This is an optimization exercise on Yosys and OpenROAD, whose aim is small area and a short achievable clock period, not a production implementation.
Where RTL was checked, it was by simulation tests only, not by an equivalence proof against the original.
No activity file was given, so power comes from the tool's default toggle rates.

==> build 17 <==
Design eth_switch_2p, start of the top module:
module eth_switch_2p
#(
    parameter eth_sw_pkg::eth_word_t ADDR_A        = eth_sw_pkg::ADDR_A_DEF,
    parameter eth_sw_pkg::eth_word_t ADDR_B        = eth_sw_pkg::ADDR_B_DEF,
    parameter int        FIFO_DEPTH    = eth_sw_pkg::FIFO_DEPTH_DEF,
    parameter int        MAX_PKT_WORDS = eth_sw_pkg::MAX_PKT_WORDS_DEF
) (
    input  logic        clk,
    input  logic        rst_n,
    input  logic        Ain,
    input  logic [31:0] inDataA,
    input  logic        Bin,
    input  logic [31:0] inDataB,
    output logic        Aout,
    output logic [31:0] outDataA,
    output logic        Bout,
    output logic [31:0] outDataB,
    output logic [15:0] drop_cnt_a,
    output logic [15:0] drop_cnt_b
);
==> module eth_pkt_fifo, before the edit <==
module eth_pkt_fifo
#(
    parameter eth_sw_pkg::eth_word_t ADDR_A        = eth_sw_pkg::ADDR_A_DEF,
    parameter eth_sw_pkg::eth_word_t ADDR_B        = eth_sw_pkg::ADDR_B_DEF,
    parameter int        FIFO_DEPTH    = eth_sw_pkg::FIFO_DEPTH_DEF,
    parameter int        MAX_PKT_WORDS = eth_sw_pkg::MAX_PKT_WORDS_DEF
) (
    input  logic        clk,
    input  logic        rst_n,
    input  logic        in_valid,
    input  logic [31:0] in_data,
    input  logic        pop,         
    output logic [31:0] rd_data,     
    output logic        h_dest,      
    output logic        h_single,    
    output logic        pkt_avail,
    output logic        drop
);
    localparam int AW = $clog2(FIFO_DEPTH);
    localparam int WW = $clog2(MAX_PKT_WORDS + 1);
    localparam logic [AW:0]   MAX_USED = FIFO_DEPTH - MAX_PKT_WORDS;   
    localparam logic [WW-1:0] MAX_W    = MAX_PKT_WORDS;
    logic [31:0]   mem [0:FIFO_DEPTH-1];
    logic [AW:0]   wr_ptr, rd_ptr, cmt_ptr, used, wr_inc, rd_inc;
    logic [AW-1:0] hdr_ptr;
    logic [WW-1:0] wcnt;
    logic          prev_valid, storing, hdr_dest, room, avail;
    logic          sop, match_a, match_b, admit, pay_ok, pay, commit, wr_en;
    logic [5:0]    hrec;
    logic [31:0]   wdata;
    logic [FIFO_DEPTH-1:0] wr_dec, hdr_dec, rd_dec, we;
    always_comb begin
        match_a = (in_data == ADDR_A);
        match_b = (in_data == ADDR_B);
        sop     = in_valid & ~prev_valid;
        admit   = sop & (match_a | match_b) & room;
        pay_ok  = prev_valid & storing & (wcnt < MAX_W);
        pay     = in_valid & pay_ok;
        commit  = ~in_valid & prev_valid & storing;
        drop    = sop & ~admit;
        wr_en   = admit | pay;
        hrec    = {4'(wcnt - 2'd2), (wcnt == WW'(1)), hdr_dest};
        wdata   = {in_data[31:6], in_valid ? in_data[5:0] : hrec};
    end
    always_comb begin
        for (int i = 0; i < FIFO_DEPTH; i++) begin
            wr_dec[i]  = pay_ok & (wr_ptr[AW-1:0] == AW'(i));
            hdr_dec[i] = prev_valid & storing & (hdr_ptr == AW'(i));
            we[i]      = in_valid ? wr_dec[i] : hdr_dec[i];
        end
    end
    always_ff @(posedge clk) begin
        for (int i = 0; i < FIFO_DEPTH; i++) begin
            if (we[i]) mem[i] <= wdata;
        end
    end
    always_ff @(posedge clk) begin
        if (admit) begin
            hdr_ptr  <= wr_ptr[AW-1:0];
            hdr_dest <= match_b;
            wcnt     <= WW'(1);
        end else if (pay) begin
            wcnt <= wcnt + 1'b1;
        end
    end
    logic [1:0] nxt_rec;
    always_comb begin
        rd_data = '0;
        nxt_rec = '0;
        for (int i = 0; i < FIFO_DEPTH; i++) begin
            rd_data = rd_data | ({32{rd_dec[i]}} & mem[i]);
            nxt_rec = nxt_rec | ({2{rd_dec[i]}} & mem[(i + 1) % FIFO_DEPTH][1:0]);
        end
    end
    assign wr_inc = wr_ptr + 1'b1;
    assign rd_inc = rd_ptr + 1'b1;
    logic hit_cur, hit_nxt;
    assign hit_cur = (hdr_ptr == rd_ptr[AW-1:0]);
    assign hit_nxt = (hdr_ptr == rd_inc[AW-1:0]);
    always_ff @(posedge clk) begin
        if (commit && (pop ? hit_nxt : hit_cur)) begin
            h_dest   <= hdr_dest;
            h_single <= (wcnt == WW'(1));
        end else if (pop) begin
            h_dest   <= nxt_rec[0];
            h_single <= nxt_rec[1];
        end
    end
    logic le_dn, le_eq, le_up, ne_cc, ne_ci, ne_wc, ne_wi;
    assign used  = wr_ptr - rd_ptr;
    assign le_up = (used <  MAX_USED);            
    assign le_eq = (used <= MAX_USED);
    assign le_dn = (used <= MAX_USED + 1'b1);     
    assign ne_cc = (cmt_ptr != rd_ptr);
    assign ne_ci = (cmt_ptr != rd_inc);
    assign ne_wc = (wr_ptr  != rd_ptr);
    assign ne_wi = (wr_ptr  != rd_inc);
    always_ff @(posedge clk or negedge rst_n) begin
        if (!rst_n) begin
            wr_ptr     <= '0;
            rd_ptr     <= '0;
            cmt_ptr    <= '0;
            rd_dec     <= FIFO_DEPTH'(1);
            room       <= 1'b1;
            avail      <= 1'b0;
            prev_valid <= 1'b1;
            storing    <= 1'b0;
        end else begin
            prev_valid <= in_valid;
            if (wr_en) wr_ptr <= wr_inc;
            if (pop) begin
                rd_ptr <= rd_inc;
                rd_dec <= {rd_dec[FIFO_DEPTH-2:0], rd_dec[FIFO_DEPTH-1]};
            end
            if (commit) cmt_ptr <= wr_ptr;
            if (admit)       storing <= 1'b1;
            else if (commit) storing <= 1'b0;
            case ({wr_en, pop})
                2'b10:   room <= le_up;
                2'b01:   room <= le_dn;
                default: room <= le_eq;
            endcase
            case ({commit, pop})
                2'b10:   avail <= ne_wc;
                2'b11:   avail <= ne_wi;
                2'b01:   avail <= ne_ci;
                default: avail <= ne_cc;
            endcase
        end
    end
    assign pkt_avail = avail;
endmodule
Settings: LEC_CHECK=0, CAP_MARGIN=20, CORE_MARGIN=2, CORE_UTILIZATION=40, SETUP_SLACK_MARGIN=3.8, SLEW_MARGIN=20; clock period 6.5 ns.
run.sh (not shown) runs the stock make flow with config.mk's settings and CLKGATE_MAP_FILE= SYNTH_SCRIPT=/design/flow/synth_recipe.tcl, a recipe that flattens the netlist after the stock synthesis.
==> inputs of build 92, as changes to build 17 <==
--- a/flow/design.v
+++ b/flow/design.v
@@ -38,13 +38,14 @@
     logic [AW-1:0] hdr_ptr;
     logic [WW-1:0] wcnt;
     logic          prev_valid, storing, hdr_dest, room, avail;
-    logic          sop, match_a, match_b, admit, pay_ok, pay, commit, wr_en;
+    logic          sop, match_a, match_b, is_b, admit, pay_ok, pay, commit, wr_en;
     logic [5:0]    hrec;
     logic [31:0]   wdata;
     logic [FIFO_DEPTH-1:0] wr_dec, hdr_dec, rd_dec, we;
     always_comb begin
         match_a = (in_data == ADDR_A);
         match_b = (in_data == ADDR_B);
+        is_b    = |((in_data ^ ADDR_A) & (ADDR_A ^ ADDR_B));
         sop     = in_valid & ~prev_valid;
         admit   = sop & (match_a | match_b) & room;
         pay_ok  = prev_valid & storing & (wcnt < MAX_W);
@@ -53,7 +54,7 @@
         drop    = sop & ~admit;
         wr_en   = admit | pay;
         hrec    = {4'(wcnt - 2'd2), (wcnt == WW'(1)), hdr_dest};
-        wdata   = {in_data[31:6], in_valid ? in_data[5:0] : hrec};
+        wdata   = {in_data[31:6], in_valid ? in_data[5:0] : hrec};   
     end
     always_comb begin
         for (int i = 0; i < FIFO_DEPTH; i++) begin
@@ -64,13 +65,14 @@
     end
     always_ff @(posedge clk) begin
         for (int i = 0; i < FIFO_DEPTH; i++) begin
-            if (we[i]) mem[i] <= wdata;
+            if (we[i])     mem[i][5:0]  <= wdata[5:0];
+            if (wr_dec[i]) mem[i][31:6] <= in_data[31:6];
         end
     end
     always_ff @(posedge clk) begin
         if (admit) begin
             hdr_ptr  <= wr_ptr[AW-1:0];
-            hdr_dest <= match_b;
+            hdr_dest <= is_b;
             wcnt     <= WW'(1);
         end else if (pay) begin
             wcnt <= wcnt + 1'b1;
@@ -90,18 +92,15 @@
     logic hit_cur, hit_nxt;
     assign hit_cur = (hdr_ptr == rd_ptr[AW-1:0]);
     assign hit_nxt = (hdr_ptr == rd_inc[AW-1:0]);
-    always_ff @(posedge clk) begin
-        if (commit && (pop ? hit_nxt : hit_cur)) begin
-            h_dest   <= hdr_dest;
-            h_single <= (wcnt == WW'(1));
-        end else if (pop) begin
-            h_dest   <= nxt_rec[0];
-            h_single <= nxt_rec[1];
-        end
-    end
-    logic le_dn, le_eq, le_up, ne_cc, ne_ci, ne_wc, ne_wi;
+    logic [1:0] h_stay, h_move, h_new;
+    assign h_new  = {(wcnt == WW'(1)), hdr_dest};
+    assign h_stay = (commit & hit_cur) ? h_new : {h_single, h_dest};
+    assign h_move = (commit & hit_nxt) ? h_new : nxt_rec;
+    always_ff @(posedge clk) begin
+        {h_single, h_dest} <= pop ? h_move : h_stay;
+    end
+    logic le_dn, le_eq, ne_cc, ne_ci, ne_wc, ne_wi;
     assign used  = wr_ptr - rd_ptr;
-    assign le_up = (used <  MAX_USED);            
     assign le_eq = (used <= MAX_USED);
     assign le_dn = (used <= MAX_USED + 1'b1);     
     assign ne_cc = (cmt_ptr != rd_ptr);
@@ -128,11 +127,7 @@
             if (commit) cmt_ptr <= wr_ptr;
             if (admit)       storing <= 1'b1;
             else if (commit) storing <= 1'b0;
-            case ({wr_en, pop})
-                2'b10:   room <= le_up;
-                2'b01:   room <= le_dn;
-                default: room <= le_eq;
-            endcase
+            room <= pop ? le_dn : le_eq;
             case ({commit, pop})
                 2'b10:   avail <= ne_wc;
                 2'b11:   avail <= ne_wi;
==> flow/flow/run.sh (new file) <==
#!/bin/bash
# The standard layout (the standard.sh, all steps), with two changes:
#  - port buffers of a plain buffer cell instead of the flow's default pick;
#  - clock tree synthesis without dummy loads and with larger sink clusters.
set -euo pipefail
bash standard.sh \
  "BUFFER_PORTS_ARGS=-buffer_cell sky130_fd_sc_hd__buf_4" \
  "CTS_ARGS=-sink_clustering_enable -repair_clock_nets -dont_use_dummy_load -sink_clustering_size 24 -sink_clustering_max_diameter 80" \
  finish > make_finish.log 2>&1
==> flow/standard.sh (new file) <==
#!/bin/bash
# synth_recipe.tcl (not shown) runs the flow's synth.tcl, then flattens the netlist and writes it again
# the make line also repeats each setting of config.mk as NAME=value (left out here)
make -C /OpenROAD-flow-scripts/flow DESIGN_CONFIG=/design/flow/config.mk WORK_HOME=/design/flow/orfs CLKGATE_MAP_FILE= SYNTH_SCRIPT=/design/flow/synth_recipe.tcl "${@:-finish}"
Settings changed: CORE_UTILIZATION 40 to 70, PLACE_DENSITY set to 0.75, SETUP_SLACK_MARGIN 3.8 to 3.9, TNS_END_PERCENT set to 80.
removed: flow/run.sh
==> inputs of build 35, as changes to build 17 <==
--- a/flow/design.v
+++ b/flow/design.v
@@ -38,39 +38,41 @@
     logic [AW-1:0] hdr_ptr;
     logic [WW-1:0] wcnt;
     logic          prev_valid, storing, hdr_dest, room, avail;
-    logic          sop, match_a, match_b, admit, pay_ok, pay, commit, wr_en;
+    logic          sop, match_a, match_b, is_b, admit, pay_ok, pay, commit, wr_en;
     logic [5:0]    hrec;
     logic [31:0]   wdata;
     logic [FIFO_DEPTH-1:0] wr_dec, hdr_dec, rd_dec, we;
     always_comb begin
         match_a = (in_data == ADDR_A);
         match_b = (in_data == ADDR_B);
+        is_b    = |((in_data ^ ADDR_A) & (ADDR_A ^ ADDR_B));
         sop     = in_valid & ~prev_valid;
         admit   = sop & (match_a | match_b) & room;
-        pay_ok  = prev_valid & storing & (wcnt < MAX_W);
+        pay_ok  = storing & (wcnt < MAX_W);
         pay     = in_valid & pay_ok;
-        commit  = ~in_valid & prev_valid & storing;
+        commit  = ~in_valid & storing;
         drop    = sop & ~admit;
         wr_en   = admit | pay;
         hrec    = {4'(wcnt - 2'd2), (wcnt == WW'(1)), hdr_dest};
-        wdata   = {in_data[31:6], in_valid ? in_data[5:0] : hrec};
+        wdata   = {in_data[31:6], in_valid ? in_data[5:0] : hrec};   
     end
     always_comb begin
         for (int i = 0; i < FIFO_DEPTH; i++) begin
             wr_dec[i]  = pay_ok & (wr_ptr[AW-1:0] == AW'(i));
-            hdr_dec[i] = prev_valid & storing & (hdr_ptr == AW'(i));
+            hdr_dec[i] = storing & (hdr_ptr == AW'(i));
             we[i]      = in_valid ? wr_dec[i] : hdr_dec[i];
         end
     end
     always_ff @(posedge clk) begin
         for (int i = 0; i < FIFO_DEPTH; i++) begin
-            if (we[i]) mem[i] <= wdata;
+            if (we[i])     mem[i][5:0]  <= wdata[5:0];
+            if (wr_dec[i]) mem[i][31:6] <= in_data[31:6];
         end
     end
     always_ff @(posedge clk) begin
         if (admit) begin
             hdr_ptr  <= wr_ptr[AW-1:0];
-            hdr_dest <= match_b;
+            hdr_dest <= is_b;
             wcnt     <= WW'(1);
         end else if (pay) begin
             wcnt <= wcnt + 1'b1;
@@ -90,18 +92,15 @@
     logic hit_cur, hit_nxt;
     assign hit_cur = (hdr_ptr == rd_ptr[AW-1:0]);
     assign hit_nxt = (hdr_ptr == rd_inc[AW-1:0]);
-    always_ff @(posedge clk) begin
-        if (commit && (pop ? hit_nxt : hit_cur)) begin
-            h_dest   <= hdr_dest;
-            h_single <= (wcnt == WW'(1));
-        end else if (pop) begin
-            h_dest   <= nxt_rec[0];
-            h_single <= nxt_rec[1];
-        end
-    end
-    logic le_dn, le_eq, le_up, ne_cc, ne_ci, ne_wc, ne_wi;
+    logic [1:0] h_stay, h_move, h_new;
+    assign h_new  = {(wcnt == WW'(1)), hdr_dest};
+    assign h_stay = (commit & hit_cur) ? h_new : {h_single, h_dest};
+    assign h_move = (commit & hit_nxt) ? h_new : nxt_rec;
+    always_ff @(posedge clk) begin
+        {h_single, h_dest} <= pop ? h_move : h_stay;
+    end
+    logic le_dn, le_eq, ne_cc, ne_ci, ne_wc, ne_wi;
     assign used  = wr_ptr - rd_ptr;
-    assign le_up = (used <  MAX_USED);            
     assign le_eq = (used <= MAX_USED);
     assign le_dn = (used <= MAX_USED + 1'b1);     
     assign ne_cc = (cmt_ptr != rd_ptr);
@@ -128,11 +127,7 @@
             if (commit) cmt_ptr <= wr_ptr;
             if (admit)       storing <= 1'b1;
             else if (commit) storing <= 1'b0;
-            case ({wr_en, pop})
-                2'b10:   room <= le_up;
-                2'b01:   room <= le_dn;
-                default: room <= le_eq;
-            endcase
+            room <= pop ? le_dn : le_eq;
             case ({commit, pop})
                 2'b10:   avail <= ne_wc;
                 2'b11:   avail <= ne_wi;
==> flow/flow/run.sh (new file) <==
#!/bin/bash
# The standard layout (the standard.sh, all steps), with two changes:
#  - port buffers of a plain buffer cell instead of the flow's default pick;
#  - clock tree synthesis without dummy loads and with larger sink clusters.
set -euo pipefail
bash standard.sh \
  "BUFFER_PORTS_ARGS=-buffer_cell sky130_fd_sc_hd__buf_4" \
  "CTS_ARGS=-sink_clustering_enable -repair_clock_nets -dont_use_dummy_load -sink_clustering_size 24 -sink_clustering_max_diameter 80" \
  finish > make_finish.log 2>&1
==> flow/standard.sh (new file) <==
#!/bin/bash
# synth_recipe.tcl (not shown) runs the flow's synth.tcl, then flattens the netlist and writes it again
# the make line also repeats each setting of config.mk as NAME=value (left out here)
make -C /OpenROAD-flow-scripts/flow DESIGN_CONFIG=/design/flow/config.mk WORK_HOME=/design/flow/orfs CLKGATE_MAP_FILE= SYNTH_SCRIPT=/design/flow/synth_recipe.tcl "${@:-finish}"
Settings changed: CORE_UTILIZATION 40 to 55, PLACE_DENSITY set to 0.75, TNS_END_PERCENT set to 60.
removed: flow/run.sh
==> inputs of trial 93, as changes to build 17 <==
--- a/flow/design.v
+++ b/flow/design.v
@@ -38,13 +38,14 @@
     logic [AW-1:0] hdr_ptr;
     logic [WW-1:0] wcnt;
     logic          prev_valid, storing, hdr_dest, room, avail;
-    logic          sop, match_a, match_b, admit, pay_ok, pay, commit, wr_en;
+    logic          sop, match_a, match_b, is_b, admit, pay_ok, pay, commit, wr_en;
     logic [5:0]    hrec;
     logic [31:0]   wdata;
     logic [FIFO_DEPTH-1:0] wr_dec, hdr_dec, rd_dec, we;
     always_comb begin
         match_a = (in_data == ADDR_A);
         match_b = (in_data == ADDR_B);
+        is_b    = |((in_data ^ ADDR_A) & (ADDR_A ^ ADDR_B));
         sop     = in_valid & ~prev_valid;
         admit   = sop & (match_a | match_b) & room;
         pay_ok  = prev_valid & storing & (wcnt < MAX_W);
@@ -70,7 +71,7 @@
     always_ff @(posedge clk) begin
         if (admit) begin
             hdr_ptr  <= wr_ptr[AW-1:0];
-            hdr_dest <= match_b;
+            hdr_dest <= is_b;
             wcnt     <= WW'(1);
         end else if (pay) begin
             wcnt <= wcnt + 1'b1;
@@ -90,18 +91,15 @@
     logic hit_cur, hit_nxt;
     assign hit_cur = (hdr_ptr == rd_ptr[AW-1:0]);
     assign hit_nxt = (hdr_ptr == rd_inc[AW-1:0]);
-    always_ff @(posedge clk) begin
-        if (commit && (pop ? hit_nxt : hit_cur)) begin
-            h_dest   <= hdr_dest;
-            h_single <= (wcnt == WW'(1));
-        end else if (pop) begin
-            h_dest   <= nxt_rec[0];
-            h_single <= nxt_rec[1];
-        end
-    end
-    logic le_dn, le_eq, le_up, ne_cc, ne_ci, ne_wc, ne_wi;
+    logic [1:0] h_stay, h_move, h_new;
+    assign h_new  = {(wcnt == WW'(1)), hdr_dest};
+    assign h_stay = (commit & hit_cur) ? h_new : {h_single, h_dest};
+    assign h_move = (commit & hit_nxt) ? h_new : nxt_rec;
+    always_ff @(posedge clk) begin
+        {h_single, h_dest} <= pop ? h_move : h_stay;
+    end
+    logic le_dn, le_eq, ne_cc, ne_ci, ne_wc, ne_wi;
     assign used  = wr_ptr - rd_ptr;
-    assign le_up = (used <  MAX_USED);            
     assign le_eq = (used <= MAX_USED);
     assign le_dn = (used <= MAX_USED + 1'b1);     
     assign ne_cc = (cmt_ptr != rd_ptr);
@@ -128,11 +126,7 @@
             if (commit) cmt_ptr <= wr_ptr;
             if (admit)       storing <= 1'b1;
             else if (commit) storing <= 1'b0;
-            case ({wr_en, pop})
-                2'b10:   room <= le_up;
-                2'b01:   room <= le_dn;
-                default: room <= le_eq;
-            endcase
+            room <= pop ? le_dn : le_eq;
             case ({commit, pop})
                 2'b10:   avail <= ne_wc;
                 2'b11:   avail <= ne_wi;
==> flow/flow/run.sh (new file) <==
#!/bin/bash
# The standard layout (the standard.sh, all steps), with two changes:
#  - port buffers of a plain buffer cell instead of the flow's default pick;
#  - clock tree synthesis without dummy loads and with larger sink clusters.
set -euo pipefail
bash standard.sh \
  "BUFFER_PORTS_ARGS=-buffer_cell sky130_fd_sc_hd__buf_4" \
  "CTS_ARGS=-sink_clustering_enable -repair_clock_nets -dont_use_dummy_load -sink_clustering_size 24 -sink_clustering_max_diameter 80" \
  finish > make_finish.log 2>&1
==> flow/standard.sh (new file) <==
#!/bin/bash
# synth_recipe.tcl (not shown) runs the flow's synth.tcl, then flattens the netlist and writes it again
# the make line also repeats each setting of config.mk as NAME=value (left out here)
make -C /OpenROAD-flow-scripts/flow DESIGN_CONFIG=/design/flow/config.mk WORK_HOME=/design/flow/orfs CLKGATE_MAP_FILE= SYNTH_SCRIPT=/design/flow/synth_recipe.tcl "${@:-finish}"
Settings changed: TNS_END_PERCENT set to 10.
removed: flow/run.sh
==> comparison table <==
Relative contribution of combinational cells to total power: trial 93 0.114; build 92 0.125; build 17 0.121; build 35 0.115
Status: trial 93 complete, no violations; build 92 complete, no violations; build 17 complete, no violations; build 35 complete, no violations
Count of standard-cell rows: trial 93 169; build 92 128; build 17 170; build 35 145
Post-detailed-placement half-perimeter wirelength: trial 93 167600 µm; build 92 146400 µm; build 17 169800 µm; build 35 156000 µm
Clock Power Share: trial 93 0.280; build 92 0.263; build 17 0.387; build 35 0.271
Power Dens Cells: trial 93 288.0 mW/mm²; build 92 281.8 mW/mm²; build 17 317.5 mW/mm²; build 35 285.6 mW/mm²
End point of the critical path: trial 93 g_ing[0].u_fifo.mem[23][24]$_DFFE_PP_; build 92 dcnt[17]$_DFFE_PN0P_; build 17 g_ing[1].u_fifo.room$_DFF_PN1_; build 35 dcnt[18]$_DFFE_PN0P_
Final cycle utilization of the critical path: trial 93 0.5027; build 92 0.4198; build 17 0.4935; build 35 0.4596
# fillers: trial 93 18210; build 92 6459; build 17 17251; build 35 10820
Part of the power in registers: trial 93 0.606; build 92 0.612; build 17 0.492; build 35 0.614
Maximum level of the CTS H-tree: trial 93 3; build 92 3; build 17 4; build 35 3
Vias in the first global route: trial 93 50296; build 92 51513; build 17 54330; build 35 51290
Cell internal pwr: trial 93 20.82 mW; build 92 20.75 mW; build 17 25.53 mW; build 35 20.61 mW
Switching Fraction: trial 93 0.2449; build 92 0.2408; build 17 0.2487; build 35 0.2441
Number of CTS-inserted buffers: trial 93 118; build 92 108; build 17 224; build 35 113
Metal-1 WL: trial 93 110900 µm; build 92 88190 µm; build 17 118500 µm; build 35 90850 µm
Worst path required time: trial 93 6930 ps; build 92 7100 ps; build 17 7290 ps; build 35 7130 ps
Share of Yosys cell area claimed by the top area cell type: trial 93 0.7260; build 92 0.7212; build 17 0.7237; build 35 0.7228
Design Power: trial 93 27.57 mW; build 92 27.33 mW; build 17 33.98 mW; build 35 27.27 mW
Depth of the most critical reg-to-reg path: trial 93 4; build 92 6; build 17 6; build 35 6
Reported combinational group power: trial 93 3.15 mW; build 92 3.41 mW; build 17 4.12 mW; build 35 3.15 mW
Crit Path Max Fanout: trial 93 23; build 92 8; build 17 3; build 35 6
End-of-flow core utilization: trial 93 0.4504; build 92 0.7946; build 17 0.4997; build 35 0.6128
Tapcell count: trial 93 2821; build 92 1625; build 17 2838; build 35 2058
Met1 Resource Use GR: trial 93 0.3626; build 92 0.5911; build 17 0.3914; build 35 0.4617
Fmax: trial 93 306.0 MHz; build 92 366.5 MHz; build 17 311.7 MHz; build 35 334.7 MHz
Met2 Wirelength: trial 93 143200 µm; build 92 130400 µm; build 17 150700 µm; build 35 127600 µm
No functional check of the RTL was part of build 17, build 35 and trial 93.

[separate check: timing with driven ports]
In the flow no input, the clock included, has a driving cell. The finished layouts below were timed again as built, in two steps.
Step 1 (the two cells are an assumption about what drives the block):
set clk [get_ports {clk}]
set_driving_cell -lib_cell sky130_fd_sc_hd__clkbuf_16 $clk
set_driving_cell -lib_cell sky130_fd_sc_hd__buf_2 [delete_from_list [all_inputs] $clk]
Step 2 also shifts input and output timing later by t, the mid clock arrival at the registers, as if the neighbouring blocks saw the same clock.
a / b / c = ideal / step 1 / step 2; a / b = the first two.
| run | t (ns) | slack for setup (ns) | worst register clock-pin slew, ns | worst data-port slew with drivers (ns) |
|---|---|---|---|---|
| build 17 | 0.949 | 3.292 / 3.338 / 2.389 | 0.07 / 0.07 | 0.18 |
| build 92 | 0.804 | 3.771 / 3.719 / 2.914 | 0.10 / 0.10 | 0.20 |
| build 35 | 0.850 | 3.513 / 3.448 / 2.599 | 0.10 / 0.10 | 0.27 |
| trial 93 | 0.879 | 3.232 / 3.232 / 2.488 | 0.10 / 0.10 | 0.14 |
After both steps every run listed still meets setup and hold. For build 35, which loses most, drivers alone change the setup slack by -0.065 ns; drivers and shift together by -0.914 ns.
